This design comes from an exercise in tuning for small area and a short achievable clock period on the open sky130 flow, not from production work. In this exercise RTL edits were held to simulation tests only and were not proved equivalent to the original. Power is estimated from default activity; no workload was simulated.

==> design.v <==
package cnn_pkg;
	localparam int N_TAPS  = 9;
	localparam int REG_LSB = 2;
	localparam int PIX_LSB = 6;
	localparam logic [3:0] REG_WIDTH_HEIGHT = 4'd0;
	localparam logic [3:0] REG_DELAY        = 4'd1;
	localparam logic [3:0] REG_LAYER_CFG    = 4'd2;
	localparam logic [3:0] REG_WEIGHT       = 4'd3;
	localparam logic [3:0] REG_PARAM        = 4'd4;
	localparam logic [3:0] REG_IMAGE        = 4'd5;
	localparam logic [3:0] REG_START        = 4'd6;
	localparam logic [3:0] REG_DONE         = 4'd7;
endpackage
`timescale 1ns/100ps
module ahb_cfg_slave (
	input  logic        clk,
	input  logic        rstn,
	input  logic        hsel_i,
	input  logic        hready_i,
	input  logic [1:0]  htrans_i,
	input  logic        hwrite_i,
	input  logic [31:0] haddr_i,
	input  logic [31:0] hwdata_i,
	input  logic        busy_i,
	input  logic        busy_n_i,
	input  logic        frame_last_i,
	output logic        start_o,
	output logic        hreadyout_o,
	output logic        hresp_o,
	output logic [31:0] hrdata_o,
	output logic [11:0] width_o,
	output logic [11:0] height_o,
	output logic [11:0] startup_dly_o,
	output logic [11:0] hsync_dly_o,
	output logic        is_conv3x3_o,
	output logic        act_linear_o,
	output logic [4:0]  bias_shift_o,
	output logic [4:0]  out_shift_o,
	output logic [15:0] scale_o,
	output logic [15:0] bias_o,
	output logic [71:0] weights_o,
	output logic        img_we_o,
	output logic [15:0] img_hi_o,
	output logic [15:0] img_lo_o,
	output logic [7:0]  img_data_o
);
	logic [3:0]  sel_q;
	logic        wr_q;
	logic        img_wr_q;
	logic [15:0] pix_hi_q;
	logic [15:0] pix_lo_q;
	logic        done_q;
	logic [31:0] rdata_q;
	logic        we_dim, we_dly, we_cfg, we_wgt, we_par;
	logic [11:0] width_n, height_n, startup_n, hsync_n;
	logic        conv3_n, linear_n;
	logic [4:0]  bsh_n, osh_n;
	logic [15:0] scale_n, bias_n;
	logic        busy_n, done_n;
	assign hreadyout_o = 1'b1;
	assign hresp_o     = 1'b0;
	always_ff @(posedge clk or negedge rstn) begin
		if (!rstn) begin
			wr_q     <= 1'b0;
			img_wr_q <= 1'b0;
		end else begin
			wr_q     <= hsel_i && hready_i && htrans_i[1] && hwrite_i;
			img_wr_q <= hsel_i && hready_i && htrans_i[1] && hwrite_i &&
				    (haddr_i[5:2] == cnn_pkg::REG_IMAGE);
		end
	end
	always_ff @(posedge clk) begin
		sel_q <= haddr_i[5:2];
		for (int i = 0; i < 16; i++) begin
			pix_hi_q[i] <= (haddr_i[13:10] == 4'(i));
			pix_lo_q[i] <= (haddr_i[9:6] == 4'(i));
		end
	end
	assign we_dim = wr_q && (sel_q == cnn_pkg::REG_WIDTH_HEIGHT);
	assign we_dly = wr_q && (sel_q == cnn_pkg::REG_DELAY);
	assign we_cfg = wr_q && (sel_q == cnn_pkg::REG_LAYER_CFG);
	assign we_wgt = wr_q && (sel_q == cnn_pkg::REG_WEIGHT);
	assign we_par = wr_q && (sel_q == cnn_pkg::REG_PARAM);
	assign width_n   = we_dim ? hwdata_i[11:0]  : width_o;
	assign height_n  = we_dim ? hwdata_i[27:16] : height_o;
	assign startup_n = we_dly ? hwdata_i[11:0]  : startup_dly_o;
	assign hsync_n   = we_dly ? hwdata_i[23:12] : hsync_dly_o;
	assign conv3_n   = we_cfg ? hwdata_i[0]     : is_conv3x3_o;
	assign linear_n  = we_cfg ? hwdata_i[1]     : act_linear_o;
	assign bsh_n     = we_cfg ? hwdata_i[12:8]  : bias_shift_o;
	assign osh_n     = we_cfg ? hwdata_i[20:16] : out_shift_o;
	assign scale_n   = we_par ? hwdata_i[15:0]  : scale_o;
	assign bias_n    = we_par ? hwdata_i[31:16] : bias_o;
	always_ff @(posedge clk or negedge rstn) begin
		if (!rstn) begin
			width_o       <= 12'd16;
			height_o      <= 12'd16;
			startup_dly_o <= 12'd4;
			hsync_dly_o   <= 12'd2;
			is_conv3x3_o  <= 1'b1;
			act_linear_o  <= 1'b0;
			bias_shift_o  <= '0;
			out_shift_o   <= '0;
			scale_o       <= 16'd1;
			bias_o        <= '0;
		end else begin
			width_o       <= width_n;
			height_o      <= height_n;
			startup_dly_o <= startup_n;
			hsync_dly_o   <= hsync_n;
			is_conv3x3_o  <= conv3_n;
			act_linear_o  <= linear_n;
			bias_shift_o  <= bsh_n;
			out_shift_o   <= osh_n;
			scale_o       <= scale_n;
			bias_o        <= bias_n;
		end
	end
	always_ff @(posedge clk or negedge rstn) begin
		if (!rstn) begin
			weights_o <= '0;
		end else if (we_wgt) begin
			if (hwdata_i[3:0] < 4'd9)
				weights_o[hwdata_i[3:0]*8 +: 8] <= hwdata_i[15:8];
		end
	end
	assign img_we_o   = img_wr_q;
	assign img_hi_o   = pix_hi_q;
	assign img_lo_o   = pix_lo_q;
	assign img_data_o = hwdata_i[7:0];
	assign done_n = start_o ? 1'b0 : (frame_last_i ? 1'b1 : done_q);
	always_ff @(posedge clk or negedge rstn) begin
		if (!rstn) begin
			start_o <= 1'b0;
			done_q  <= 1'b0;
		end else begin
			start_o <= wr_q && (sel_q == cnn_pkg::REG_START) && hwdata_i[0] && !busy_i;
			done_q  <= done_n;
		end
	end
	assign busy_n = busy_n_i;
	always_ff @(posedge clk) begin
		case (haddr_i[5:2])
			cnn_pkg::REG_WIDTH_HEIGHT: rdata_q <= {4'b0, height_n, 4'b0, width_n};
			cnn_pkg::REG_DELAY:        rdata_q <= {8'b0, hsync_n, startup_n};
			cnn_pkg::REG_LAYER_CFG:    rdata_q <= {11'b0, osh_n, 3'b0, bsh_n,
						6'b0, linear_n, conv3_n};
			cnn_pkg::REG_PARAM:        rdata_q <= {bias_n, scale_n};
			cnn_pkg::REG_START:        rdata_q <= {31'b0, busy_n};
			cnn_pkg::REG_DONE:         rdata_q <= {31'b0, done_n};
			default:                   rdata_q <= 32'h0;
		endcase
	end
	assign hrdata_o = rdata_q;
endmodule
`timescale 1ns/100ps
module conv_frame_ctrl (
	input  logic        clk,
	input  logic        rstn,
	input  logic        start_i,
	input  logic [7:0]  width_i,
	input  logic [7:0]  height_i,
	input  logic [11:0] startup_dly_i,
	input  logic [11:0] hsync_dly_i,
	input  logic        is_conv3x3_i,
	output logic [7:0]  rd_addr_o,
	output logic        pad_o,
	output logic [1:0]  tap_r_o,
	output logic [1:0]  tap_c_o,
	output logic [1:0]  tap_r_n_o,
	output logic [1:0]  tap_c_n_o,
	output logic        tap_vld_o,
	output logic        first_tap_o,
	output logic        last_tap_o,
	output logic        frame_end_o
);
	logic        run;       
	logic        data;      
	logic [12:0] cnt;       
	logic [7:0]  rows_left;
	logic        first_row;
	logic        first_col;
	logic [1:0]  tr;
	logic [1:0]  tc;
	logic [7:0]  addr;
	logic        cnt_zero;
	logic        last_row;
	logic        tap_last;
	logic        tap_first;
	logic [1:0]  t_init;
	logic [7:0]  step;
	assign cnt_zero  = (cnt == '0);
	assign last_row  = (rows_left == '0);
	assign tap_last  = !is_conv3x3_i || (tr == 2'd2 && tc == 2'd2);
	assign tap_first = !is_conv3x3_i || (tr == 2'd0 && tc == 2'd0);
	assign t_init    = is_conv3x3_i ? 2'd0 : 2'd1;
	always_comb begin
		if (!is_conv3x3_i || tc != 2'd2)
			step = 8'd1;
		else if (tr != 2'd2)
			step = width_i - 8'd2;
		else
			step = ~(width_i << 1);    
	end
	always_ff @(posedge clk or negedge rstn) begin
		if (!rstn) begin
			run       <= 1'b0;
			data      <= 1'b0;
			cnt       <= '0;
			rows_left <= '0;
			first_row <= 1'b0;
			first_col <= 1'b0;
			tr        <= '0;
			tc        <= '0;
			addr      <= '0;
		end else if (!run) begin
			if (start_i) begin
				run       <= 1'b1;
				cnt       <= {1'b0, startup_dly_i} + {1'b0, hsync_dly_i};
				rows_left <= height_i - 8'd1;
				first_row <= 1'b1;
				addr      <= is_conv3x3_i ? ~width_i : 8'd0;    
			end
		end else if (!data) begin
			if (cnt_zero) begin
				data      <= 1'b1;
				cnt       <= {5'b0, width_i - 8'd1};
				first_col <= 1'b1;
				tr        <= t_init;
				tc        <= t_init;
			end else begin
				cnt <= cnt - 13'd1;
			end
		end else begin
			addr <= addr + step;
			if (!tap_last) begin
				if (tc == 2'd2) begin
					tc <= 2'd0;
					tr <= tr + 2'd1;
				end else begin
					tc <= tc + 2'd1;
				end
			end else begin
				tr        <= t_init;
				tc        <= t_init;
				first_col <= 1'b0;
				if (!cnt_zero) begin
					cnt <= cnt - 13'd1;
				end else if (last_row) begin
					run  <= 1'b0;
					data <= 1'b0;
				end else begin
					data      <= 1'b0;
					cnt       <= {1'b0, hsync_dly_i};
					rows_left <= rows_left - 8'd1;
					first_row <= 1'b0;
				end
			end
		end
	end
	assign pad_o = (tr == 2'd0 && first_row) || (tr == 2'd2 && last_row) ||
		       (tc == 2'd0 && first_col) || (tc == 2'd2 && cnt_zero);
	always_comb begin
		if (data && !tap_last) begin
			tap_r_n_o = (tc == 2'd2) ? tr + 2'd1 : tr;
			tap_c_n_o = (tc == 2'd2) ? 2'd0 : tc + 2'd1;
		end else begin
			tap_r_n_o = t_init;
			tap_c_n_o = t_init;
		end
	end
	assign rd_addr_o   = addr;
	assign tap_r_o     = tr;
	assign tap_c_o     = tc;
	assign tap_vld_o   = data;
	assign first_tap_o = data && tap_first;
	assign last_tap_o  = data && tap_last;
	assign frame_end_o = data && tap_last && cnt_zero && last_row;
endmodule
`timescale 1ns/100ps
module window_fetch (
	input  logic       clk,
	input  logic       img_we_i,
	input  logic [15:0] img_hi_i,
	input  logic [15:0] img_lo_i,
	input  logic [7:0] img_data_i,
	input  logic [7:0] rd_addr_i,
	input  logic       pad_i,
	output logic [7:0] px_o
);
	logic [255:0][7:0] mem;
	always_ff @(posedge clk) begin
		for (int i = 0; i < 256; i++)
			if (img_we_i && img_hi_i[i/16] && img_lo_i[i%16])
				mem[i] <= img_data_i;
	end
	always_ff @(posedge clk) begin
		px_o <= pad_i ? 8'd0 : mem[rd_addr_i];
	end
endmodule
`timescale 1ns/100ps
module conv_mac (
	input  logic        clk,
	input  logic        rstn,
	input  logic [7:0]  px_i,
	input  logic [1:0]  tap_r_n_i,
	input  logic [1:0]  tap_c_n_i,
	input  logic        tap_vld_i,
	input  logic        first_tap_i,
	input  logic        last_tap_i,
	input  logic        frame_end_i,
	input  logic [71:0] weights_i,
	input  logic [15:0] scale_i,
	input  logic [15:0] bias_i,
	input  logic [4:0]  bias_shift_i,
	input  logic [4:0]  out_shift_i,
	input  logic        act_linear_i,
	input  logic        start_i,
	output logic        busy_o,
	output logic        busy_n_o,
	output logic        pix_vld_o,
	output logic [7:0]  pix_o,
	output logic        frame_last_o
);
	logic [7:0]         wsel_n;
	logic [23:0]        m_n;
	logic [23:0]        m_q;
	logic [41:0]        ps_n, pc_n;
	logic [41:0]        ps_q, pc_q;
	logic [41:0]        acc_q;
	logic [41:0]        be_q;
	logic [47:0]        be_full;
	logic [41:0]        be_n;
	assign be_full = {{32{bias_i[15]}}, bias_i} << bias_shift_i;
	assign be_n    = (&be_full[47:40] || !(|be_full[47:40])) ? be_full[41:0] :
			 {be_full[47], 1'b1, 40'd0};
	logic               first1, first2;
	logic               last1, last2, last3;
	logic               fend1, fend2, fend3;
	always_comb begin
		case ({tap_r_n_i, tap_c_n_i})
			4'b0000: wsel_n = weights_i[0*8 +: 8];
			4'b0001: wsel_n = weights_i[1*8 +: 8];
			4'b0010: wsel_n = weights_i[2*8 +: 8];
			4'b0100: wsel_n = weights_i[3*8 +: 8];
			4'b0101: wsel_n = weights_i[4*8 +: 8];
			4'b0110: wsel_n = weights_i[5*8 +: 8];
			4'b1000: wsel_n = weights_i[6*8 +: 8];
			4'b1001: wsel_n = weights_i[7*8 +: 8];
			default: wsel_n = weights_i[8*8 +: 8];
		endcase
	end
	logic [9:0]        wx;
	logic [2:0][3:0]   bmag_n, bmag_q;
	logic [2:0]        bneg_n, bneg_q;
	logic [17:0]       s3_q;
	logic [23:0]       brow [3];
	logic [23:0]       bs1, bc1;
	logic              neg2_q;
	assign wx = {wsel_n[7], wsel_n, 1'b0};
	always_comb begin
		for (int j = 0; j < 3; j++) begin
			logic [3:0] b;
			b = wx[3*j +: 4];
			bneg_n[j]    = b[3] && (b != 4'b1111);
			bmag_n[j][0] = (b == 4'b0001) || (b == 4'b0010) || (b == 4'b1101) || (b == 4'b1110);
			bmag_n[j][1] = (b == 4'b0011) || (b == 4'b0100) || (b == 4'b1011) || (b == 4'b1100);
			bmag_n[j][2] = (b == 4'b0101) || (b == 4'b0110) || (b == 4'b1001) || (b == 4'b1010);
			bmag_n[j][3] = (b == 4'b0111) || (b == 4'b1000);
		end
	end
	always_comb begin
		for (int j = 0; j < 3; j++) begin
			logic [18:0] mag;
			mag = ({19{bmag_q[j][0]}} & {{3{scale_i[15]}}, scale_i}) |
			      ({19{bmag_q[j][1]}} & {{2{scale_i[15]}}, scale_i, 1'b0}) |
			      ({19{bmag_q[j][2]}} & {s3_q[17], s3_q}) |
			      ({19{bmag_q[j][3]}} & {scale_i[15], scale_i, 2'b0});
			mag = mag ^ {19{bneg_q[j]}};
			brow[j] = 24'({{5{mag[18]}}, mag} << (3*j));
		end
		brow[1][0] = bneg_q[0];
		brow[2][3] = bneg_q[1];
	end
	assign bs1 = brow[0] ^ brow[1] ^ brow[2];
	assign bc1 = {(brow[0] & brow[1] | brow[0] & brow[2] | brow[1] & brow[2]), 1'b0};
	assign m_n = bs1 + bc1;
	logic [41:0] pr [9];
	logic [41:0] s1a, c1a, s1b, c1b, s1c, c1c, s2a, c2a, s2b, c2b, s3, c3;
	always_comb begin
		for (int j = 0; j < 8; j++)
			pr[j] = px_i[j] ? ({{18{m_q[23]}}, m_q} << j) : 42'd0;
		pr[8] = neg2_q ? {28'd0, px_i, 6'd0} : 42'd0;
	end
	assign s1a = pr[0] ^ pr[1] ^ pr[2];
	assign c1a = {(pr[0] & pr[1] | pr[0] & pr[2] | pr[1] & pr[2]), 1'b0};
	assign s1b = pr[3] ^ pr[4] ^ pr[5];
	assign c1b = {(pr[3] & pr[4] | pr[3] & pr[5] | pr[4] & pr[5]), 1'b0};
	assign s1c = pr[6] ^ pr[7] ^ pr[8];
	assign c1c = {(pr[6] & pr[7] | pr[6] & pr[8] | pr[7] & pr[8]), 1'b0};
	assign s2a = s1a ^ c1a ^ s1b;
	assign c2a = {(s1a & c1a | s1a & s1b | c1a & s1b), 1'b0};
	assign s2b = c1b ^ s1c ^ c1c;
	assign c2b = {(c1b & s1c | c1b & c1c | s1c & c1c), 1'b0};
	assign s3 = s2a ^ c2a ^ s2b;
	assign c3 = {(s2a & c2a | s2a & s2b | c2a & s2b), 1'b0};
	assign ps_n = s3 ^ c3 ^ c2b;
	assign pc_n = {(s3 & c3 | s3 & c2b | c3 & c2b), 1'b0};
	logic [41:0] as_n, ac_n;
	logic [41:0] base;
	assign base = first2 ? be_q : acc_q;
	assign as_n = base ^ ps_q ^ pc_q;
	assign ac_n = {(base[40:0] & ps_q[40:0]) | (base[40:0] & pc_q[40:0]) | (ps_q[40:0] & pc_q[40:0]), 1'b0};
	always_ff @(posedge clk) begin
		bmag_q   <= bmag_n;
		bneg_q   <= bneg_n;
		s3_q     <= {scale_i[15], scale_i, 1'b0} + {{2{scale_i[15]}}, scale_i};
		neg2_q   <= bneg_q[2];
		be_q   <= be_n;
		m_q    <= m_n;
		first1 <= first_tap_i;
		ps_q   <= ps_n;
		pc_q   <= pc_n;
		first2 <= first1;
		acc_q  <= as_n + ac_n;
	end
	always_ff @(posedge clk or negedge rstn) begin
		if (!rstn) begin
			last1 <= 1'b0; last2 <= 1'b0; last3 <= 1'b0;
			fend1 <= 1'b0; fend2 <= 1'b0; fend3 <= 1'b0;
			pix_vld_o    <= 1'b0;
			frame_last_o <= 1'b0;
			busy_o       <= 1'b0;
		end else begin
			last1 <= last_tap_i;  fend1 <= frame_end_i;
			last2 <= last1;       fend2 <= fend1;
			last3 <= last2;       fend3 <= fend2;
			pix_vld_o    <= last3;
			frame_last_o <= fend3;
			busy_o       <= busy_n_o;
		end
	end
	assign busy_n_o = start_i | (busy_o & !fend1);
	logic               sgn;
	logic [47:0]        x;
	logic [5:0]         thr_q;
	logic [5:0]         blk;
	logic [7:0]         xb;
	logic [7:0]         lomask;
	logic               ovf;
	logic [41:0]        sh;
	logic [7:0]         act;
	always_ff @(posedge clk)
		thr_q <= {1'b0, out_shift_i} + 6'd8 - {5'b0, act_linear_i};
	assign sgn = acc_q[41];
	assign x   = {6'd0, acc_q ^ {42{sgn}}};
	always_comb begin
		for (int a = 0; a < 6; a++)
			blk[a] = (|x[8*a +: 8]) && (3'(a) > thr_q[5:3]);
		xb = x[8*thr_q[5:3] +: 8];
		for (int b = 0; b < 8; b++)
			lomask[b] = (3'(b) >= thr_q[2:0]);
	end
	assign ovf = (|blk) || (|(xb & lomask));
	assign sh  = $signed(acc_q) >>> out_shift_i;
	always_comb begin
		if (act_linear_i)
			act = ovf ? (sgn ? 8'h80 : 8'h7f) : sh[7:0];
		else
			act = sgn ? 8'h00 : (ovf ? 8'hff : sh[7:0]);
	end
	always_ff @(posedge clk)
		pix_o <= act;
endmodule
`timescale 1ns/100ps
module cnn_conv_top #(
	parameter int MAX_W          = 16,
	parameter int MAX_H          = 16,
	parameter int START_UP_DELAY = 4,
	parameter int HSYNC_DELAY    = 2
) (
	input  logic          clk,
	input  logic          rstn,
	input  logic          hsel_i,
	input  logic          hready_i,
	input  logic [1:0]    htrans_i,
	input  logic          hwrite_i,
	input  logic [31:0]   haddr_i,
	input  logic [31:0]   hwdata_i,
	output logic          hreadyout_o,
	output logic          hresp_o,
	output logic [31:0]   hrdata_o,
	output logic [7:0]    pix_o,
	output logic          pix_vld_o,
	output logic          frame_last_o
);
	logic [11:0]       width;
	logic [11:0]       height;
	logic [11:0]       startup_dly;
	logic [11:0]       hsync_dly;
	logic              is_conv3x3;
	logic              act_linear;
	logic [4:0]        bias_shift;
	logic [4:0]        out_shift;
	logic [15:0]       scale;
	logic [15:0]       bias;
	logic [71:0]       weights;
	logic              img_we;
	logic [15:0]       img_hi;
	logic [15:0]       img_lo;
	logic [7:0]        img_data;
	logic              start;
	logic              busy;
	logic              busy_n;
	logic [7:0]        rd_addr;
	logic              pad;
	logic [1:0]        tap_r;
	logic [1:0]        tap_c;
	logic [1:0]        tap_r_n;
	logic [1:0]        tap_c_n;
	logic              tap_vld;
	logic              first_tap;
	logic              last_tap;
	logic              frame_end;
	logic [7:0]        px;
	ahb_cfg_slave u_slave (
		.clk(clk), .rstn(rstn),
		.hsel_i(hsel_i), .hready_i(hready_i), .htrans_i(htrans_i),
		.hwrite_i(hwrite_i), .haddr_i(haddr_i), .hwdata_i(hwdata_i),
		.busy_i(busy), .busy_n_i(busy_n), .frame_last_i(frame_last_o), .start_o(start),
		.hreadyout_o(hreadyout_o), .hresp_o(hresp_o), .hrdata_o(hrdata_o),
		.width_o(width), .height_o(height),
		.startup_dly_o(startup_dly), .hsync_dly_o(hsync_dly),
		.is_conv3x3_o(is_conv3x3), .act_linear_o(act_linear),
		.bias_shift_o(bias_shift), .out_shift_o(out_shift),
		.scale_o(scale), .bias_o(bias), .weights_o(weights),
		.img_we_o(img_we), .img_hi_o(img_hi), .img_lo_o(img_lo), .img_data_o(img_data)
	);
	conv_frame_ctrl u_ctrl (
		.clk(clk), .rstn(rstn), .start_i(start),
		.width_i(width[7:0]), .height_i(height[7:0]),
		.startup_dly_i(startup_dly), .hsync_dly_i(hsync_dly),
		.is_conv3x3_i(is_conv3x3),
		.rd_addr_o(rd_addr), .pad_o(pad), .tap_r_o(tap_r), .tap_c_o(tap_c), .tap_r_n_o(tap_r_n), .tap_c_n_o(tap_c_n),
		.tap_vld_o(tap_vld), .first_tap_o(first_tap), .last_tap_o(last_tap),
		.frame_end_o(frame_end)
	);
	window_fetch u_fetch (
		.clk(clk),
		.img_we_i(img_we), .img_hi_i(img_hi), .img_lo_i(img_lo), .img_data_i(img_data),
		.rd_addr_i(rd_addr), .pad_i(pad), .px_o(px)
	);
	conv_mac u_mac (
		.clk(clk), .rstn(rstn),
		.px_i(px), .tap_r_n_i(tap_r_n), .tap_c_n_i(tap_c_n),
		.tap_vld_i(tap_vld), .first_tap_i(first_tap), .last_tap_i(last_tap),
		.frame_end_i(frame_end),
		.weights_i(weights), .scale_i(scale), .bias_i(bias),
		.bias_shift_i(bias_shift), .out_shift_i(out_shift),
		.act_linear_i(act_linear),
		.busy_o(busy), .busy_n_o(busy_n), .start_i(start),
		.pix_vld_o(pix_vld_o), .pix_o(pix_o), .frame_last_o(frame_last_o)
	);
endmodule
==> flow/run.sh <==
#!/bin/bash
# The standard layout (standard.sh), with two changes to how it is made:
# the timing repair steps aim at a larger setup margin, and the port
# buffers are plain buffers instead of the default delay cells. The SDC,
# and so the clock period and I/O constraints, are the design's.
set -euo pipefail
bash standard.sh SETUP_SLACK_MARGIN=8.3 \
	"BUFFER_PORTS_ARGS=-buffer_cell sky130_fd_sc_hd__buf_2" \
	finish > standard_flow.log 2>&1
==> standard.sh <==
#!/bin/bash
# synth_recipe.tcl (not shown) runs the flow's synth.tcl, then flattens the netlist and writes it again
# the make line also repeats each setting of config.mk as NAME=value (left out here)
make -C /OpenROAD-flow-scripts/flow DESIGN_CONFIG=/design/flow/config.mk WORK_HOME=/design/flow/orfs CLKGATE_MAP_FILE= SYNTH_SCRIPT=/design/flow/synth_recipe.tcl "${@:-finish}"
==> config.mk <==
export PLATFORM = sky130hd
export DESIGN_NAME = cnn_conv_top
export DESIGN_NICKNAME = cnn_conv_top
export VERILOG_FILES = /design/flow/design.v
export SDC_FILE = /design/flow/constraint.sdc
export NUM_CORES = 4
export LEC_CHECK = 0
export CAP_MARGIN = 20
export CORE_MARGIN = 2
export CORE_UTILIZATION = 60
export CTS_CLUSTER_DIAMETER = 150
export CTS_CLUSTER_SIZE = 24
export PLACE_DENSITY = 0.68
export SLEW_MARGIN = 20
==> constraint.sdc <==
create_clock -name core_clock -period 12.0 [get_ports {clk}]
set_input_delay 2.4000 -clock core_clock [delete_from_list [all_inputs] [get_ports {clk}]]
set_output_delay 2.4000 -clock core_clock [all_outputs]
set_load 0.01 [all_outputs]
==> results of run 1 <==
## power groups by stage
| stage | clock network (mW) | registers (mW) | logic (mW) |
|---|---|---|---|
| 4_1_cts | 4.58 | 10.1 | 4.71 |
| 5_1_grt | 4.86 | 10.2 | 5.06 |
| 3_3_place_gp | 0 | 10.4 | 4.17 |
| 2_1_floorplan | 0 | 10.1 | 2.94 |
| 6_report | 4.52 | 10.2 | 4.83 |
| 3_5_place_dp | 0 | 10.4 | 4.21 |
## worst paths after layout
path | startpoint | to | slack (ps) | depth (start not counted)
worst max-delay path | u_mac.frame_last_o | frame_last_o | 8200 | 1
worst min-delay path | u_mac.first1 | u_mac.first2 | 330 | 0
worst max register to register | u_slave.scale_o[11] | u_mac.m_q[23] | 8220 | 11
worst min register to register | u_mac.first1 | u_mac.first2 | 330 | 0
max in group asynchronous | rstn | u_ctrl.addr[0] | 8670 | 3
min in group asynchronous | rstn | u_slave.bias_shift_o[1] | 1530 | 1
## synth_stat cells, types with 12 or more instances
master / number
a211oi_1: 27
a21o_1: 39
a21oi_1: 176
a221oi_1: 33
a22o_1: 64
a22oi_1: 28
a31o_2: 25
a31oi_1: 22
and2_1: 204
and3_1: 285
buf_1: 50
buf_2: 54
clkbuf_1: 286
dfrtp_1: 208
dfxtp_1: 294
edfxtp_1: 2048
fa_1: 217
ha_1: 143
inv_1: 255
mux2_2: 168
mux2i_1: 86
mux4_2: 727
nand2_1: 174
nand2b_1: 27
nand3_1: 51
nand4_1: 15
nor2_1: 171
nor2b_1: 39
nor3_1: 54
nor4_1: 17
o211ai_1: 16
o21a_1: 12
o21ai_0: 133
o21bai_1: 15
o22ai_1: 16
xnor2_1: 86
xor2_1: 86
## cell usage in the layout (no fill, tap or decap), types with 45 or more instances in the layout
cell type     n
buf_2        59
o21ai_0     120
dfrtp_1     183
buf_4       129
and2_1      204
fa_1        216
a22o_1       64
nand3_1      47
nor2_1      165
inv_1       251
a21oi_1     156
edfxtp_1   2048
mux2i_1      86
clkbuf_16   128
mux4_2      727
dfxtp_1     254
mux2_2      161
xor2_1       84
nor3_1       45
ha_1        115
xnor2_1      82
and3_1      278
clkbuf_1     65
nand2_1     166
## stage by stage
stage | hold slack (ps) | std cells | utilization | area, µm²
2_1_floorplan | 310 | 6494 | - | 113000
3_3_place_gp | 318 | 8756 | 0.622 | 116000
3_5_place_dp | 319 | 8757 | 0.622 | 116000
4_1_cts | 336 | 9043 | 0.653 | 121000
5_1_grt | 344 | 9096 | 0.660 | 123000
6_report | 335 | 9111 | 0.660 | 123000
## per-layer routing
layer / global-route usage / routed length (µm) / vias up
met2: 0.480 / 140000 / 2498
met5: 0 / 38 / -
met3: 0.0326 / 19000 / 355
met4: 0.0769 / 8130 / 6
met1: 0.411 / 109000 / 31900
li1: - / - / 25500
## flip-flops by register name (all words and copies together) (netlist names), 18 cells and up
signal / count
u_fetch.mem: 2048
u_mac.acc_q: 42
u_mac.be_q: 42
u_mac.m_q: 24
u_mac.pc_q: 29
u_mac.ps_q: 33
u_mac.s3_q: 18
u_slave.rdata_q: 32
u_slave.weights_o: 72
## logic make-up after synthesis
| family | count (synthesis) | share of synthesized area |
|---|---|---|
| xor gates and xnor gates | 172 | 0.0134 |
| DFF | 2556 | 0.647 |
| buffers and inverters | 653 | 0.0226 |
| other | 2 | 0.0000667 |
| adders and majority gates | 360 | 0.0545 |
| muxes | 981 | 0.170 |
| AOI/OAI and AO/OA | 686 | 0.0410 |
| and+or+nand+nor | 1084 | 0.0520 |
## layout make-up
type / count / area, µm²
clock buffer: 183 / 3200
tap: 2480 / 3100
multi-input combinational: 3285 / 38300
timing repair buffer: 325 / 4020
clock inverter: 6 / 108
antenna: 17 / 42.5
inverter: 259 / 985
sequential: 2556 / 72900
fill: 12600 / 63200
## repair_timing
action | CTS | global route
setup endpoints to repair | 747 | 519
buffers inserted | 63 | 41
cloned | 34 | 10
resized for setup | 236 | 147
pin swaps | 24 | 40
==> flow_summary.ini, run 1 <==
[run_status]
status = complete, no violations

[critical_path]
worstPathCellList = buf_2
cp_top_family = flip-flops
path_buf_inv = 1
slowest_stage = dfrtp_1
cp-start-kind = flip-flop
crit_required_ps = 9600
crit_path_end_kind = output port
cpPeakStageDelay_ps = 430
cp_max_fo = 2
worstPathArrival_ps = 1400
worstSetupPathType = flip-flop to output port

[global_routing]
antenna_found_initial = 17
grt_pass1_wl_um = 404000
grt_pass1_vias = 59300
grt_remaining_overflow = 0
grt_max_degree = 107
grt_util_all_layers = 0.288

[pwr]
p_leak_nw = 43.2
ir_drop_v = 0.000158
p_seq_frac = 0.521
p_int_mw = 13.9
p_sw_mw = 5.59
p_comb_frac = 0.248
pwr-share-clk = 0.232
powerDensity_nw_per_um2 = 159
total_power_mw = 19.5
switching_share = 0.287

[timing]
fin_crit_sh = 0.317
setup_slack_ps = 8200
finalSetupViolCount = 0
max_freq_ghz = 0.263
rsz0062_at_grt = yes
tightest_slew_ps = 1040
hold_violations = 0
fin_setup_tns_ps = 0
finClkSkew_ps = 63.2
slew_headroom = 0.307
finalCriticalPeriod_ps = 3800
slew_violations = 0

[yosys]
syn-mean-instance-area_um2 = 17.3
synth_cells = 6494
synth-seq-cells = 2556
syn_area_um2 = 113000
synth_edf_count = 2048
synth_top_area_cell = edfxtp_1
yosys-top-cells-area = edfxtp_1, mux4_2, dfxtp_1
yosysSeqAreaShare = 0.647
synthArstFlopShare = 0.0837
synth_top_flop_cell = edfxtp_1
synth_cell_types = 81
yosysWarnings = 6
synth_top_area_share = 0.547

[die]
die_h_um = 437
initial_core_util = 0.605
coreArea_um2 = 186000
die_w_um = 437
pin_count = 115
rows = 158
die_area_um2 = 191000

[placed_design]
hpwl_um = 173000
pre_cts_slack_ps = 6570
io_buffers = 91
gp_congestion = 0.972

[clocking]
cts_tree = yes
insertion_delay_ps = 820
root_buffer = clkbuf_16
cts_inserted_buffers = 116
clock_path_buffers = 3
cts_hold_buf = 0
clock_sinks = 2556
clkTransAtPathRegs_ps = 100
htree_levels = 3

[finish]
syn_to_final_growth_pct = 9.02
layout.nets = 6974
layout-drive-gt1-share = 0.243

[hold_path]
hold_class = flip-flop to flip-flop

[drt]
routed_via_density = 6.61
detail-route-antenna-nets = 0
drt_iter0_drc = 7100
num_vias = 60200
firstDrtPassIters = 6
totalWireLength_um = 276000
route.detailed.drc = 0
wl_per_cell_um = 30.3

[run]
cap_violations = 0
==> inputs of run 2 (changes only) <==
--- a/design.v
+++ b/design.v
@@ -118,2 +118,15 @@
 	end
+	logic       wgt_we_q;
+	logic [3:0] wgt_idx_q;
+	logic [7:0] wgt_dat_q;
+	always_ff @(posedge clk or negedge rstn) begin
+		if (!rstn)
+			wgt_we_q <= 1'b0;
+		else
+			wgt_we_q <= we_wgt;
+	end
+	always_ff @(posedge clk) begin
+		wgt_idx_q <= hwdata_i[3:0];
+		wgt_dat_q <= hwdata_i[15:8];
+	end
 	always_ff @(posedge clk or negedge rstn) begin
@@ -121,5 +134,5 @@
 			weights_o <= '0;
-		end else if (we_wgt) begin
-			if (hwdata_i[3:0] < 4'd9)
-				weights_o[hwdata_i[3:0]*8 +: 8] <= hwdata_i[15:8];
+		end else if (wgt_we_q) begin
+			if (wgt_idx_q < 4'd9)
+				weights_o[wgt_idx_q*8 +: 8] <= wgt_dat_q;
 		end
==> run 2 against run 1 <==
The layout now fails its checks (antenna violations). Combinational power grew 44%. Final cell count is 0.93% higher. Via count up 0.16%. Critical endpoint unchanged. Clock power up 3%. Design area hardly changed. Non-clock buffer count down 25. First-iteration DRC count fell by 5.9%. Largest power group unchanged. Area after synthesis grew 0.39%. Synthesized cell count increased by 0.82%. Sequential share of layout area increased by 0.19 points. Utilization down 0.54 points. Count of clock-buffer cells in the layout rose by 26.
==> flow_summary.ini, run 2 <==
[critical_path]
critPathLaunch = u_mac.frame_last_o
worstPathArrival_ps = 1350
worstPathCellList = buf_2
cpPeakStageDelay_ps = 390
timing.rr.start = u_mac.first2
crit_path_end_kind = output port
path_buf_inv = 1
cp_top_family = flip-flops
cp-start-kind = flip-flop
cp_num_cells = 1
crit_required_ps = 9600
cp_max_fo = 2
worstSetupPathType = flip-flop to output port
slowest_stage = dfrtp_1
reg2regPathDepth = 15

[clocking]
htree_levels = 3
clock_sinks = 2569
cts_inserted_buffers = 117
root_buffer = clkbuf_16
clock_path_buffers = 3
clkTransAtPathRegs_ps = 90
insertion_delay_ps = 840
cts_tree = yes

[finish]
largest_reg_flops = 2048
multi_input_area_um2 = 38100
reg_top3 = u_fetch.mem: 2048 flops, u_slave.weights_o: 72 flops
final_cell_mix = edfxtp_1, mux4_2, and3_1
regMostFlops = u_fetch.mem
final_common_cell = edfxtp_1
syn_to_final_growth_pct = 8.62
regArea_um2 = 73100
layout-drive-gt1-share = 0.229
fillers = 12800
layout.nets = 7009

[drt]
num_vias = 60300
route.detailed.drc = 0
detail-route-antenna-nets = 1
wl_per_cell_um = 30.0
routed_via_density = 6.56
firstDrtPassIters = 5
drt_iter0_drc = 6682
totalWireLength_um = 276000

[die]
die_h_um = 438
die_w_um = 438
rows = 159
initial_core_util = 0.603
coreArea_um2 = 187000
pin_count = 115
die_area_um2 = 192000

[timing]
slew_violations = 0
fin_crit_sh = 0.313
tightest_slew_ps = 1220
max_freq_ghz = 0.266
rsz0062_at_grt = yes
slew_headroom = 0.189
hold_violations = 0
finalSetupViolCount = 0
finClkSkew_ps = 56.1
fin_setup_tns_ps = 0
finalCriticalPeriod_ps = 3750

[yosys]
yosysWarnings = 6
syn_area_um2 = 113000
synth-seq-cells = 2569
synthArstFlopShare = 0.0837
synth_top_area_share = 0.544
syn-mean-instance-area_um2 = 17.3
synth_edf_count = 2048
synth_cells = 6547
yosys-top-cells-area = edfxtp_1, mux4_2, dfxtp_1
synth_cell_types = 76
yosysSeqAreaShare = 0.646
synth_common_cells = edfxtp_1, mux4_2, dfxtp_1
synth_top_flop_cell = edfxtp_1
synth_top_area_cell = edfxtp_1
synthMostInstantiatedCell = edfxtp_1

[placed_design]
gp_congestion = 0.919
hpwl_um = 167000
io_buffers = 91

[run_status]
status = failed layout checks
violations = antenna violations

[global_routing]
grt_max_degree = 144
grt_remaining_overflow = 0
grt_pass1_vias = 59700
grt_util_all_layers = 0.286
antenna_found_initial = 21
grt_pass1_wl_um = 403000

[hold_path]
worstHoldStart = u_mac.last3
hold_class = flip-flop to flip-flop
whs_path_depth = 0

[pwr]
ir_drop_v = 0.000162
powerDensity_nw_per_um2 = 178
p_leak_nw = 43.2
total_power_mw = 21.8

[run]
cap_violations = 0
## run 2: cell count changes in the layout (fill, tap and decap cells not counted), sizes merged, moves of 10 or more
cell / before / now
nor2: 171 / 191
o21ai: 135 / 120
clkbuf: 195 / 224
dfxtp: 294 / 306
xnor2: 86 / 101
mux2: 168 / 197
nand2: 174 / 204
mux2i: 86 / 96
a31o: 25 / 2
buf: 306 / 280
a32oi: 3 / 17
a21oi: 176 / 162
xor2: 86 / 61
## run 2: metal layers
metal | share of wire | GRT usage | vias to the layer above | wire (µm)
met3 | 0.070 | 0.0387 | 395 | 19300
met1 | 0.40 | 0.405 | 31900 | 109000
li1 | - | - | 25600 | -
met4 | 0.035 | 0.0884 | 4 | 9700
met5 | 0.000083 | 0 | - | 23
met2 | 0.50 | 0.471 | 2467 | 137000
## run 2: worst paths after layout
check | to | slack, ps
setup / recovery | frame_last_o | 8250
hold / removal | u_mac.pix_vld_o | 360
setup reg to reg | u_mac.acc_q[39] | 8270
hold reg to reg | u_mac.pix_vld_o | 360
max in group asynchronous | u_ctrl.addr[2] | 8720
min in group asynchronous | u_slave.weights_o[62] | 1570
## run 2: area by class of cell
cell class              instances  share of cell area
repair buffers                300              0.0314
flip-flops and latches       2569               0.596
clock inverters                 9             0.00175
clock buffers                 209              0.0267
inverters                     259             0.00798
well taps                    2495              0.0254
diodes                         24            0.000489
multi-input cells            3331               0.310
## run 2: what timing repair did
action	4_1_cts	5_1_grt
setup endpoints to repair	311	171
pin swaps	11	33
gates cloned	39	14
hold buffers	0	0
buffers inserted	49	25
gates resized for setup	201	109
## run 2: power by group
part | internal [mW] | total, mW | leakage, nW | switching, mW
Clock | 1.90 | 4.65 | 1.64 | 2.74
Combinational | 3.43 | 6.96 | 17.9 | 3.53
Sequential | 9.80 | 10.2 | 23.6 | 0.404
Total | 15.1 | 21.8 | 43.2 | 6.68
## run 2: cells by family after synthesis
logic type	share of synthesized area
other cells	0.0000665
compound gates	0.0389
flops	0.646
mux	0.172
xor+xnor	0.0130
buf+inv	0.0222
simple gates	0.0536
fa+ha+maj	0.0543
## run 2: metrics by stage
stage | utilization | std cells | cell area (µm²) | setup slack [ps] | hold slack [ps]
finish | 0.655 | 9196 | 123000 | 8250 | 357
CTS | 0.649 | 9132 | 122000 | 8170 | 357
global placement | 0.618 | 8826 | 116000 | 6670 | 333
detailed placement | 0.618 | 8826 | 116000 | 6690 | 336
floorplan | - | 6547 | 113000 | 8310 | 310
global route | 0.654 | 9174 | 123000 | 8130 | 366
==> inputs of run 3 (changes only) <==
--- a/design.v
+++ b/design.v
@@ -304,2 +304,4 @@
 	logic [255:0][7:0] mem;
+	logic [7:0]        sel;
+	logic [31:0][7:0]  grp;
 	always_ff @(posedge clk) begin
@@ -309,6 +311,45 @@
 	end
+	always_comb begin
+		for (int i = 0; i < 8; i++)
+			sel[i] = (rd_addr_i[2:0] == 3'(i));
+	end
+	logic [31:0][7:0]  t0_n, t1_n, t2_n;
+	for (genvar g = 0; g < 32; g++) begin : g_grp
+		for (genvar b = 0; b < 8; b++) begin : g_bit
+			window_aoi3 u_t0 (
+				.s0(sel[0]), .d0(mem[8*g][b]),
+				.s1(sel[1]), .d1(mem[8*g+1][b]),
+				.s2(sel[2]), .d2(mem[8*g+2][b]),
+				.y_n(t0_n[g][b])
+			);
+			window_aoi3 u_t1 (
+				.s0(sel[3]), .d0(mem[8*g+3][b]),
+				.s1(sel[4]), .d1(mem[8*g+4][b]),
+				.s2(sel[5]), .d2(mem[8*g+5][b]),
+				.y_n(t1_n[g][b])
+			);
+			window_aoi3 u_t2 (
+				.s0(sel[6]), .d0(mem[8*g+6][b]),
+				.s1(sel[7]), .d1(mem[8*g+7][b]),
+				.s2(1'b0),   .d2(1'b0),
+				.y_n(t2_n[g][b])
+			);
+		end
+	end
+	assign grp = ~(t0_n & t1_n & t2_n);
 	always_ff @(posedge clk) begin
-		px_o <= pad_i ? 8'd0 : mem[rd_addr_i];
+		px_o <= pad_i ? 8'd0 : grp[rd_addr_i[7:3]];
 	end
 endmodule
+module window_aoi3 (
+	input  logic s0,
+	input  logic d0,
+	input  logic s1,
+	input  logic d1,
+	input  logic s2,
+	input  logic d2,
+	output logic y_n
+);
+	assign y_n = ~((s0 & d0) | (s1 & d1) | (s2 & d2));
+endmodule
 `timescale 1ns/100ps
--- a/config.mk
+++ b/config.mk
@@ -14 +14,3 @@
 export SLEW_MARGIN = 20
+export SYNTH_HIERARCHICAL = 1
+export SYNTH_MINIMUM_KEEP_SIZE = 0
==> run 3 against run 2 <==
The run now finishes clean. Final cell count up 9.5%. Critical path depth increased by 15. Maximum frequency shrank 5.1%. Combinational power rose by 13%. Hold slack better by 8.9 ps. Die area fell by 4.3%.
==> flow_summary.ini, run 3 <==
[clocking]
root_buffer = clkbuf_16
insertion_delay_ps = 840
clock_sinks = 2569
clock_path_buffers = 3
cts_hold_buf = 0
cts_inserted_buffers = 117
htree_levels = 3
cts_tree = yes
clkTransAtPathRegs_ps = 100

[finish]
final_cell_mix = edfxtp_1, a222oi_1, conb_1
design_area_um2 = 119000
layout.nets = 8039
final_cells = 10100
syn_to_final_growth_pct = 10.1
final_util = 0.666
regMostFlops = u_fetch.mem
reg_top3 = u_fetch.mem: 2048 flops, u_slave.weights_o: 72 flops
final_common_cell = edfxtp_1
layout-drive-gt1-share = 0.113
largest_reg_flops = 2048

[yosys]
synthMuxAreaShare = 0.0360
synthMostInstantiatedCell = edfxtp_1
synthArstFlopShare = 0.0837
yosysWarnings = 12
synth_top_area_share = 0.569
syn-mean-instance-area_um2 = 15.5
synth_compound_area_frac = 0.119
synthXorXnorAreaFrac = 0.0145
synth_common_cells = edfxtp_1, a222oi_1, dfxtp_1
synth_cells = 6989
yosysSeqAreaShare = 0.675
synth_top_flop_cell = edfxtp_1
syn_area_um2 = 108000
synth-seq-cells = 2569
yosys.area_share.simple = 0.0774
synth_top_family_by_area = compound AO/OA/AOI/OAI gates
synth_fa_ha_area_frac = 0.0567
yosys-top-cells-area = edfxtp_1, a222oi_1, dfxtp_1
synth_edf_count = 2048
synth_top_area_cell = edfxtp_1
synth_cell_types = 115

[placed_design]
gp_congestion = 0.909
hpwl_um = 176000
placed_cells_incl_taps = 9764
pre_cts_slack_ps = 6840
dpl-instance-area_um2 = 113000
io_buffers = 91

[critical_path]
slowest_stage = fa_1
cp_top_family = compound AO/OA/AOI/OAI gates
cp_max_fo = 4
cpPeakStageDelay_ps = 540
cp-start-kind = flip-flop
crit_required_ps = 12650
worstSetupPathType = flip-flop to flip-flop
worstPathCellList = a22o_1, a221oi_4, xnor2_2, fa_1, inv_2, ha_4, nor2_4, o311ai_4, nand2_2, a311oi_2, nand4_1, a31oi_4, buf_6, a21o_1, a21oi_2, xnor2_2
worstPathArrival_ps = 4610
crit_top_cell = xnor2_2
ff2ff_setup_slack_ps = 8040
path_buf_inv = 2
crit_path_end_kind = flip-flop

[timing]
fin_hold_ws_ps = 366
fin_setup_tns_ps = 0
fin_crit_sh = 0.330
slew_headroom = 0.207
tightest_slew_ps = 1190
setup_slack_ps = 8040
finalSetupViolCount = 0
finalCriticalPeriod_ps = 3960
slew_violations = 0
max_freq_ghz = 0.253
rsz0062_at_grt = yes
finClkSkew_ps = 63.5
hold_violations = 0

[drt]
num_vias = 68300
drt_iter0_drc = 11700
route.detailed.drc = 0
firstDrtPassIters = 12
detail-route-antenna-nets = 0
wl_per_cell_um = 28.8
totalWireLength_um = 290000
routed_via_density = 6.78

[die]
rows = 155
die_area_um2 = 184000
die_w_um = 428
coreArea_um2 = 179000
pin_count = 115
initial_core_util = 0.605
die_h_um = 428

[global_routing]
grt_util_all_layers = 0.308
grt_pass1_wl_um = 426000
grt_pass1_vias = 65500
grt_max_degree = 163
antenna_found_initial = 16
grt_remaining_overflow = 0

[pwr]
total_power_mw = 23.0
ir_drop_v = 0.000173
powerDensity_nw_per_um2 = 193
p_leak_nw = 42.5

[hold_path]
hold_class = flip-flop to flip-flop

[run]
cap_violations = 0

[run_status]
status = complete, no violations
run 3: cell count changes in the layout (fill, tap and decap cells not counted), moves of 15 or more:
cell	before	now
mux2i_1	96	80
a22oi_1	32	54
nand4_1	12	144
nand3_1	58	169
o211ai_1	20	38
xor2_1	61	77
nand4b_1	0	76
buf_16	46	8
a222oi_1	4	771
a21oi_1	153	168
nand2_1	203	229
conb_1	2	514
mux4_2	719	32
run 3: cell type report:
| type | count | area [µm²] |
|---|---|---|
| clock inverter | 6 | 156 |
| tap | 2355 | 2950 |
| sequential | 2569 | 73100 |
| clock buffer | 196 | 3250 |
| antenna | 22 | 55.1 |
| multi-input combinational | 4399 | 36100 |
| timing repair buffer | 260 | 2480 |
| fill | 12500 | 59800 |
| inverter | 261 | 985 |
run 3: path summary, 6_finish.rpt:
check,start,cells after the start,end
worst max register to register,u_slave.scale_o[4],16,u_mac.m_q[19]
worst min register to register,u_mac.fend3,0,u_mac.frame_last_o
worst max-delay path,u_slave.scale_o[4],16,u_mac.m_q[19]
worst min-delay path,u_mac.fend3,0,u_mac.frame_last_o
min in group asynchronous,rstn,1,u_slave.width_o[10]
max in group asynchronous,rstn,3,u_slave.startup_dly_o[10]
run 3: Yosys stat by module, one instance, submodules excluded, excerpt:
module / copies in the design / flip-flops and latches / cells inside
window_aoi3: 768 / 0 / 1
conv_mac: 1 / 227 / 2213
window_fetch: 1 / 2056 / 2908
conv_frame_ctrl: 1 / 37 / 469
ahb_cfg_slave: 1 / 249 / 631
run 3: logic make-up (layout without fill, tap and decap cells):
| kind of cell | Yosys count | count (layout) |
|---|---|---|
| DFF | 2569 | 2569 |
| AOI/OAI and AO/OA | 1530 | 1530 |
| and+or+nand+nor | 1496 | 1501 |
| buffers and inverters | 537 | 723 |
| adders and majority gates | 360 | 360 |
| muxes | 317 | 317 |
| xor gates and xnor gates | 177 | 177 |
| other | 3 | 536 |
run 3: layer usage:
layer / vias to the layer above / part of all wire / track usage
li1: 29500 / - / -
met3: 453 / 0.088 / 0.0407
met2: 3458 / 0.48 / 0.502
met5: - / 0.00016 / 0
met1: 34900 / 0.40 / 0.435
met4: 8 / 0.035 / 0.100
run 3: power by group:
| part | total (mW) | leakage, nW | switching, mW | internal [mW] |
|---|---|---|---|---|
| sequential | 10.5 | 23.8 | 0.592 | 9.95 |
| combinational | 7.88 | 17.1 | 4.88 | 3.01 |
| clock | 4.61 | 1.61 | 2.73 | 1.87 |
| total | 23.0 | 42.5 | 8.20 | 14.8 |
run 3: repair_timing:
item	CTS	global route
buffers inserted	41	28
pin swaps	43	44
setup endpoints to repair	401	443
gates cloned	8	3
gates resized for setup	196	131
==> inputs of run 4 (changes only) <==
--- a/flow/run.sh
+++ b/flow/run.sh
@@ -6,3 +6,3 @@
 set -euo pipefail
-bash standard.sh SETUP_SLACK_MARGIN=8.3 \
+bash standard.sh SETUP_SLACK_MARGIN=8.5 \
 	"BUFFER_PORTS_ARGS=-buffer_cell sky130_fd_sc_hd__buf_2" \
==> run 4 against run 3 <==
Still clean. Power grew 3.2%. Sequential power is essentially flat. Synthesized cell count is the same. Clock skew shrank 9.0 ps. Global-route usage grew 1.2 points. Largest power group unchanged.
==> flow_summary.ini, run 4 <==
[yosys]
synth_common_cells = edfxtp_1, a222oi_1, dfxtp_1
synth_top_area_cell = edfxtp_1
yosysSeqAreaShare = 0.675
synth_edf_count = 2048
yosys-top-cells-area = edfxtp_1, a222oi_1, dfxtp_1
synth-seq-cells = 2569
synth_top_flop_cell = edfxtp_1
yosysWarnings = 12
synth_cells = 6989
syn-mean-instance-area_um2 = 15.5
synthMostInstantiatedCell = edfxtp_1
synthArstFlopShare = 0.0837
syn_area_um2 = 108000
synth_top_area_share = 0.569
synth_cell_types = 115

[timing]
finalCriticalPeriod_ps = 3940
fin_setup_tns_ps = 0
hold_violations = 0
finalSetupViolCount = 0
tightest_slew_ps = 1060
rsz0062_at_grt = yes
max_freq_ghz = 0.254
fin_crit_sh = 0.328
slew_headroom = 0.291
slew_violations = 0
finClkSkew_ps = 54.5

[die]
pin_count = 115
initial_core_util = 0.605
die_area_um2 = 184000
die_h_um = 428
die_w_um = 428
coreArea_um2 = 179000
rows = 155

[finish]
reg_top3 = u_fetch.mem: 2048 flops, u_slave.weights_o: 72 flops
syn_to_final_growth_pct = 11.6
regMostFlops = u_fetch.mem
layout-drive-gt1-share = 0.127
final_cell_mix = edfxtp_1, a222oi_1, conb_1
layout.nets = 8117
final_cells = 10200
final_common_cell = edfxtp_1
largest_reg_flops = 2048

[global_routing]
grt_max_degree = 129
grt_pass1_wl_um = 437000
antenna_found_initial = 25
grt_pass1_vias = 66600
grt_util_all_layers = 0.320
grt_remaining_overflow = 0

[placed_design]
hpwl_um = 174000
placed_cells_incl_taps = 9765
gp_congestion = 0.920
io_buffers = 91

[pwr]
powerDensity_nw_per_um2 = 197
p_leak_nw = 43.2
ir_drop_v = 0.000144

[clocking]
insertion_delay_ps = 840
clkTransAtPathRegs_ps = 110
clock_sinks = 2569
cts_hold_buf = 0
root_buffer = clkbuf_16
cts_tree = yes
htree_levels = 3
clock_path_buffers = 3
cts_inserted_buffers = 117

[critical_path]
crit_required_ps = 12680
worstSetupPathType = flip-flop to flip-flop
crit_path_end_kind = flip-flop
ff2ff_setup_slack_ps = 8060
cp_max_fo = 5
cp-start-kind = flip-flop
worstPathArrival_ps = 4610

[run_status]
status = complete, no violations

[drt]
detail-route-antenna-nets = 0
wl_per_cell_um = 30.0
drt_iter0_drc = 12800
num_vias = 69400
totalWireLength_um = 306000
firstDrtPassIters = 10
route.detailed.drc = 0
routed_via_density = 6.82

[hold_path]
hold_class = flip-flop to flip-flop

[run]
cap_violations = 0
[run 4: logic make-up (layout without fill, tap and decap cells)]
kind of cell / Yosys count / in the layout / synth area share
flip-flops: 2569 / 2569 / 0.675
AO/OA/AOI/OAI: 1530 / 1531 / 0.119
AND/OR/NAND/NOR: 1496 / 1498 / 0.0774
buffers and inverters: 537 / 820 / 0.0205
adder cells (fa/ha/maj): 360 / 360 / 0.0567
multiplexers: 317 / 317 / 0.0360
XOR/XNOR: 177 / 177 / 0.0145
other: 3 / 553 / 0.000104
[run 4: final timing paths]
| path | start | to | cells after the start |
|---|---|---|---|
| min in group asynchronous | rstn | u_slave.weights_o[43] | 1 |
| setup reg to reg | u_slave.scale_o[4] | u_mac.m_q[19] | 16 |
| max in group asynchronous | rstn | u_ctrl.addr[3] | 2 |
| hold reg to reg | u_mac.fend2 | u_mac.fend3 | 0 |
| hold / removal | u_mac.fend2 | u_mac.fend3 | 0 |
| setup / recovery | u_slave.scale_o[4] | u_mac.m_q[19] | 16 |
[run 4: worst max-delay path: stages (launching register included)]
cell and delay, ps:
dfrtp_2 460, a22o_1 270, a221oi_4 250, xnor2_2 110
fa_1 510, inv_2 50, ha_4 270, nor2_4 40
o311ai_4 300, nand2_1 130, a311oi_2 340, nand4_1 180
a31oi_2 210, buf_4 150, a21o_1 110, a21oi_2 60
xnor2_2 340
[run 4: layout make-up]
type                    count  area, µm²
clock buffers             211       3280
inverters                 261        983
clock inverters             8        131
well taps                2355       2950
multi-input cells        4397      36300
fillers                 12500      58200
flip-flops and latches   2569      73100
repair buffers            340       3830
diodes                     39       97.6
[run 4: metrics by stage]
stage	utilization	power, mW	cell area, µm²	hold WS (ps)	setup WS (ps)
floorplan	-	15.3	110000	310	5670
global placement	0.635	17.7	113000	332	7310
detailed placement	0.635	17.8	113000	338	7200
CTS	0.668	23.2	119000	360	8070
global route	0.674	24.6	121000	366	7990
finish	0.675	23.8	121000	356	8060
[run 4: power by group]
part           switching (mW)  total (mW)  internal (mW)  leakage (nW)
combinational            5.28        8.65           3.37          17.8
sequential              0.564        10.5           9.95          23.8
clock                    2.72        4.60           1.88          1.61
total                    8.57        23.8           15.2          43.2
[run 4: repair_timing]
item                                    4_1_cts  5_1_grt
pin swaps                                    75       77
resized for setup                           225      132
endpoints found under the setup margin      114      490
gates cloned                                 25       11
endpoints found under the hold margin         0        0
setup buffers                                85       36
[run 4: metal layers]
metal,track usage,up-vias,share of wire
li1,-,29700,-
met1,0.447,35300,0.38
met2,0.514,3938,0.48
met3,0.0457,531,0.10
met4,0.125,2,0.040
met5,0,-,0.000043
[run 4: per-module statistics from Yosys (local to each module, per instance), excerpt]
module,cells,times used
ahb_cfg_slave,631,1
conv_frame_ctrl,469,1
conv_mac,2213,1
window_aoi3,1,768
window_fetch,2908,1
==> inputs of run 5 (changes only) <==
--- a/design.v
+++ b/design.v
@@ -118,15 +118,2 @@
 	end
-	logic       wgt_we_q;
-	logic [3:0] wgt_idx_q;
-	logic [7:0] wgt_dat_q;
-	always_ff @(posedge clk or negedge rstn) begin
-		if (!rstn)
-			wgt_we_q <= 1'b0;
-		else
-			wgt_we_q <= we_wgt;
-	end
-	always_ff @(posedge clk) begin
-		wgt_idx_q <= hwdata_i[3:0];
-		wgt_dat_q <= hwdata_i[15:8];
-	end
 	always_ff @(posedge clk or negedge rstn) begin
@@ -134,5 +121,5 @@
 			weights_o <= '0;
-		end else if (wgt_we_q) begin
-			if (wgt_idx_q < 4'd9)
-				weights_o[wgt_idx_q*8 +: 8] <= wgt_dat_q;
+		end else if (we_wgt) begin
+			if (hwdata_i[3:0] < 4'd9)
+				weights_o[hwdata_i[3:0]*8 +: 8] <= hwdata_i[15:8];
 		end
--- a/flow/run.sh
+++ b/flow/run.sh
@@ -6,3 +6,3 @@
 set -euo pipefail
-bash standard.sh SETUP_SLACK_MARGIN=8.5 \
+bash standard.sh SETUP_SLACK_MARGIN=8.3 \
 	"BUFFER_PORTS_ARGS=-buffer_cell sky130_fd_sc_hd__buf_2" \
==> run 5 against run 4 <==
Still clean on timing, DRC and antenna. Non-clock buffer count decreased by 47. Sequential power is essentially flat. Count of clock-buffer cells in the layout is 3 higher. Clock power about the same. Synthesized cell count grew 0.14%. Final cell count is 0.63% lower. Die area hardly changed. Register-to-register slack gained 130 ps. Clock skew grew 7.6 ps. Area after synthesis barely moved. Critical path depth down 3. Sequential cell count decreased by 13. Largest power group unchanged. Highest routed layer is now met4.
==> flow_summary.ini, run 5 <==
[hold_path]
min_to = u_mac.first2
hold_class = flip-flop to flip-flop
worstHoldStart = u_mac.first1
whs_path_depth = 0

[clocking]
cts_hold_buf = 0
cts_tree = yes
clkTransAtPathRegs_ps = 100
clock_sinks = 2556
htree_levels = 3
clock_path_buffers = 3
root_buffer = clkbuf_16
cts_inserted_buffers = 116
insertion_delay_ps = 830

[yosys]
synth_top_area_share = 0.569
synth_cell_types = 102
syn-mean-instance-area_um2 = 15.4
yosysSeqAreaShare = 0.673
synth-seq-cells = 2556
yosys-top-cells-area = edfxtp_1, a222oi_1, dfxtp_1
yosysWarnings = 12
synthArstFlopShare = 0.0837
syn_area_um2 = 108000
synth_top_flop_cell = edfxtp_1
synth_common_cells = edfxtp_1, a222oi_1, dfxtp_1
synthMostInstantiatedCell = edfxtp_1
synth_cells = 6999
synth_edf_count = 2048
synth_top_area_cell = edfxtp_1

[critical_path]
slowest_stage = fa_1
crit_required_ps = 12700
rr_endpoint = u_mac.acc_q[40]
cp_top_family = compound AO/OA/AOI/OAI gates
worstSetupPathType = flip-flop to flip-flop
crit_path_end_kind = flip-flop
timing.rr.start = u_mac.first2
cp_max_fo = 6
path_buf_inv = 1
reg2regPathDepth = 13
ff2ff_setup_slack_ps = 8190
worstPathCellList = buf_12, mux2_4, fa_1, ha_4, a21oi_4, o32ai_2, o21a_4, o211ai_1, a2111oi_4, or3_4, a221oi_4, o21ai_2, xor2_1
cpPeakStageDelay_ps = 520
worstPathArrival_ps = 4500
cp-start-kind = flip-flop

[timing]
hold_violations = 0
finalSetupViolCount = 0
finalCriticalPeriod_ps = 3810
fin_setup_tns_ps = 0
rsz0062_at_grt = yes
fin_crit_sh = 0.317
tightest_slew_ps = 1140
slew_headroom = 0.240
max_freq_ghz = 0.263
slew_violations = 0
finClkSkew_ps = 62.1

[die]
pin_count = 115
die_w_um = 428
die_area_um2 = 184000
initial_core_util = 0.605
rows = 155
die_h_um = 428
coreArea_um2 = 179000

[finish]
final_cell_mix = edfxtp_1, a222oi_1, conb_1
reg_top3 = u_fetch.mem: 2048 flops, u_slave.weights_o: 72 flops
syn_to_final_growth_pct = 10.5
regMostFlops = u_fetch.mem
final_common_cell = edfxtp_1
fillers = 12600
layout.nets = 8069
layout-drive-gt1-share = 0.119
largest_reg_flops = 2048
design_area_um2 = 119000

[placed_design]
dpl-instance-area_um2 = 114000
hpwl_um = 174000
gp_congestion = 0.893
io_buffers = 91

[pwr]
ir_drop_v = 0.000149
powerDensity_nw_per_um2 = 200
total_power_mw = 23.9
p_leak_nw = 42.6

[drt]
wl_per_cell_um = 28.7
firstDrtPassIters = 9
num_vias = 68400
detail-route-antenna-nets = 0
routed_via_density = 6.76
route.detailed.drc = 0
totalWireLength_um = 291000
drt_iter0_drc = 11500

[run_status]
status = complete, no violations

[global_routing]
antenna_found_initial = 25
grt_max_degree = 111
grt_util_all_layers = 0.310
grt_pass1_vias = 66400
grt_pass1_wl_um = 427000
grt_remaining_overflow = 0

[run]
cap_violations = 0
-- run 5: cell count changes in the layout (fill, tap and decap cells not counted), moves of 14 or more --
| cell | previous run | this run |
|---|---|---|
| buf_6 | 47 | 33 |
| nand2_1 | 222 | 187 |
| bufbuf_16 | 22 | 6 |
| nor2_1 | 192 | 176 |
| mux2_4 | 11 | 30 |
| diode_2 | 39 | 24 |
-- run 5: area by class of cell --
| type | count | area, µm² | share of cell area |
|---|---|---|---|
| multi-input combinational | 4415 | 36400 | 0.305 |
| clock inverter | 3 | 62.6 | 0.000524 |
| inverter | 256 | 971 | 0.00813 |
| timing repair buffer | 293 | 2830 | 0.0237 |
| tap | 2355 | 2950 | 0.0247 |
| sequential | 2556 | 72800 | 0.610 |
| antenna | 24 | 60.1 | 0.000503 |
| clock buffer | 214 | 3360 | 0.0281 |
-- run 5: cells by family after synthesis --
group / Yosys count / share of synthesized area
adder cells (fa/ha/maj): 360 / 0.0567
buffers and inverters: 544 / 0.0204
AND/OR/NAND/NOR: 1485 / 0.0779
AO/OA/AOI/OAI: 1537 / 0.120
flip-flops: 2556 / 0.673
XOR/XNOR: 178 / 0.0144
other: 3 / 0.000104
multiplexers: 336 / 0.0377
-- run 5: modules after synthesis, one instance, submodules excluded, a selection --
| module | area, µm² | times used | flops+latches |
|---|---|---|---|
| conv_frame_ctrl | 3660 | 1 | 37 |
| conv_mac | 21300 | 1 | 227 |
| window_fetch | 66800 | 1 | 2056 |
| ahb_cfg_slave | 8680 | 1 | 236 |
| window_aoi3 | 10.0 | 768 | 0 |
-- run 5: worst max-delay path by stage --
stage	startpoint	to	slack, ps	cells after the start
after CTS	u_mac.first2	u_mac.acc_q[40]	8150	13
after global placement	hwdata_i[3]	u_slave.weights_o[39]	6900	7
after global routing	u_slave.scale_o[2]	u_mac.m_q[22]	8110	15
after floorplan	u_ctrl.addr[0]	u_fetch.px_o[6]	5670	7
after detailed placement	hwdata_i[3]	u_slave.weights_o[33]	6830	7
final	u_mac.first2	u_mac.acc_q[40]	8190	13
-- run 5: per-stage QoR --
step | hold slack [ps] | worst slack, ps | utilization | instances
6_report | 360 | 8190 | 0.668 | 10100
5_1_grt | 372 | 8110 | 0.668 | 10100
4_1_cts | 359 | 8150 | 0.663 | 10000
3_5_place_dp | 341 | 6830 | 0.635 | 9778
3_3_place_gp | 335 | 6900 | 0.635 | 9778
2_1_floorplan | 310 | 5670 | - | 7510
-- run 5: where the power goes --
group / leakage, nW / internal, mW / switching [mW] / total, mW
sequential: 23.6 / 9.95 / 0.648 / 10.6
clock: 1.62 / 1.90 / 2.69 / 4.59
combinational: 17.4 / 3.41 / 5.31 / 8.72
-- run 5: what timing repair did --
| item | 4_1_cts | 5_1_grt |
|---|---|---|
| pin swaps | 41 | 65 |
| resized for setup | 184 | 133 |
| buffers inserted | 41 | 38 |
| endpoints found under the setup margin | 171 | 102 |
| cloned | 12 | 5 |
-- run 5: metal layers --
layer | global-route usage | part of all wire
met1 | 0.448 | 0.40
met2 | 0.486 | 0.47
met3 | 0.0524 | 0.097
met4 | 0.0970 | 0.032
met5 | 0 | 0

-- separate check: timing with driven ports --
No port has a modelled driver above. Below, the same layouts with a new extraction and two added sets of constraints.
Step 1: set_driving_cell puts a clkbuf_16 on clk and a buf_2 on each other input, an assumption about the parent block.
Step 2 times the ports against the registers' clock, not the clock port: input delays grow and output delays shrink by t, the midpoint of the rising clock arrivals with the driver on.
Three values: no drivers, after step 1, after step 2; two values: the first two.
| run | t (ns) | setup WS [ns] | clock arrival spread, ns |
|---|---|---|---|
| run 1 | 0.873 | 8.200 / 8.115 / 7.433 | 0.065 / 0.065 |
| run 2 | 0.899 | 8.246 / 8.170 / 7.545 | 0.086 / 0.086 |
| run 3 | 0.899 | 8.045 / 8.045 / 7.470 | 0.067 / 0.067 |
| run 4 | 0.907 | 8.064 / 8.064 / 7.672 | 0.059 / 0.059 |
| run 5 | 0.895 | 8.195 / 8.153 / 7.334 | 0.069 / 0.069 |
For run 5, which loses most, drivers alone change the setup slack by -0.042 ns; drivers and shift together by -0.861 ns.
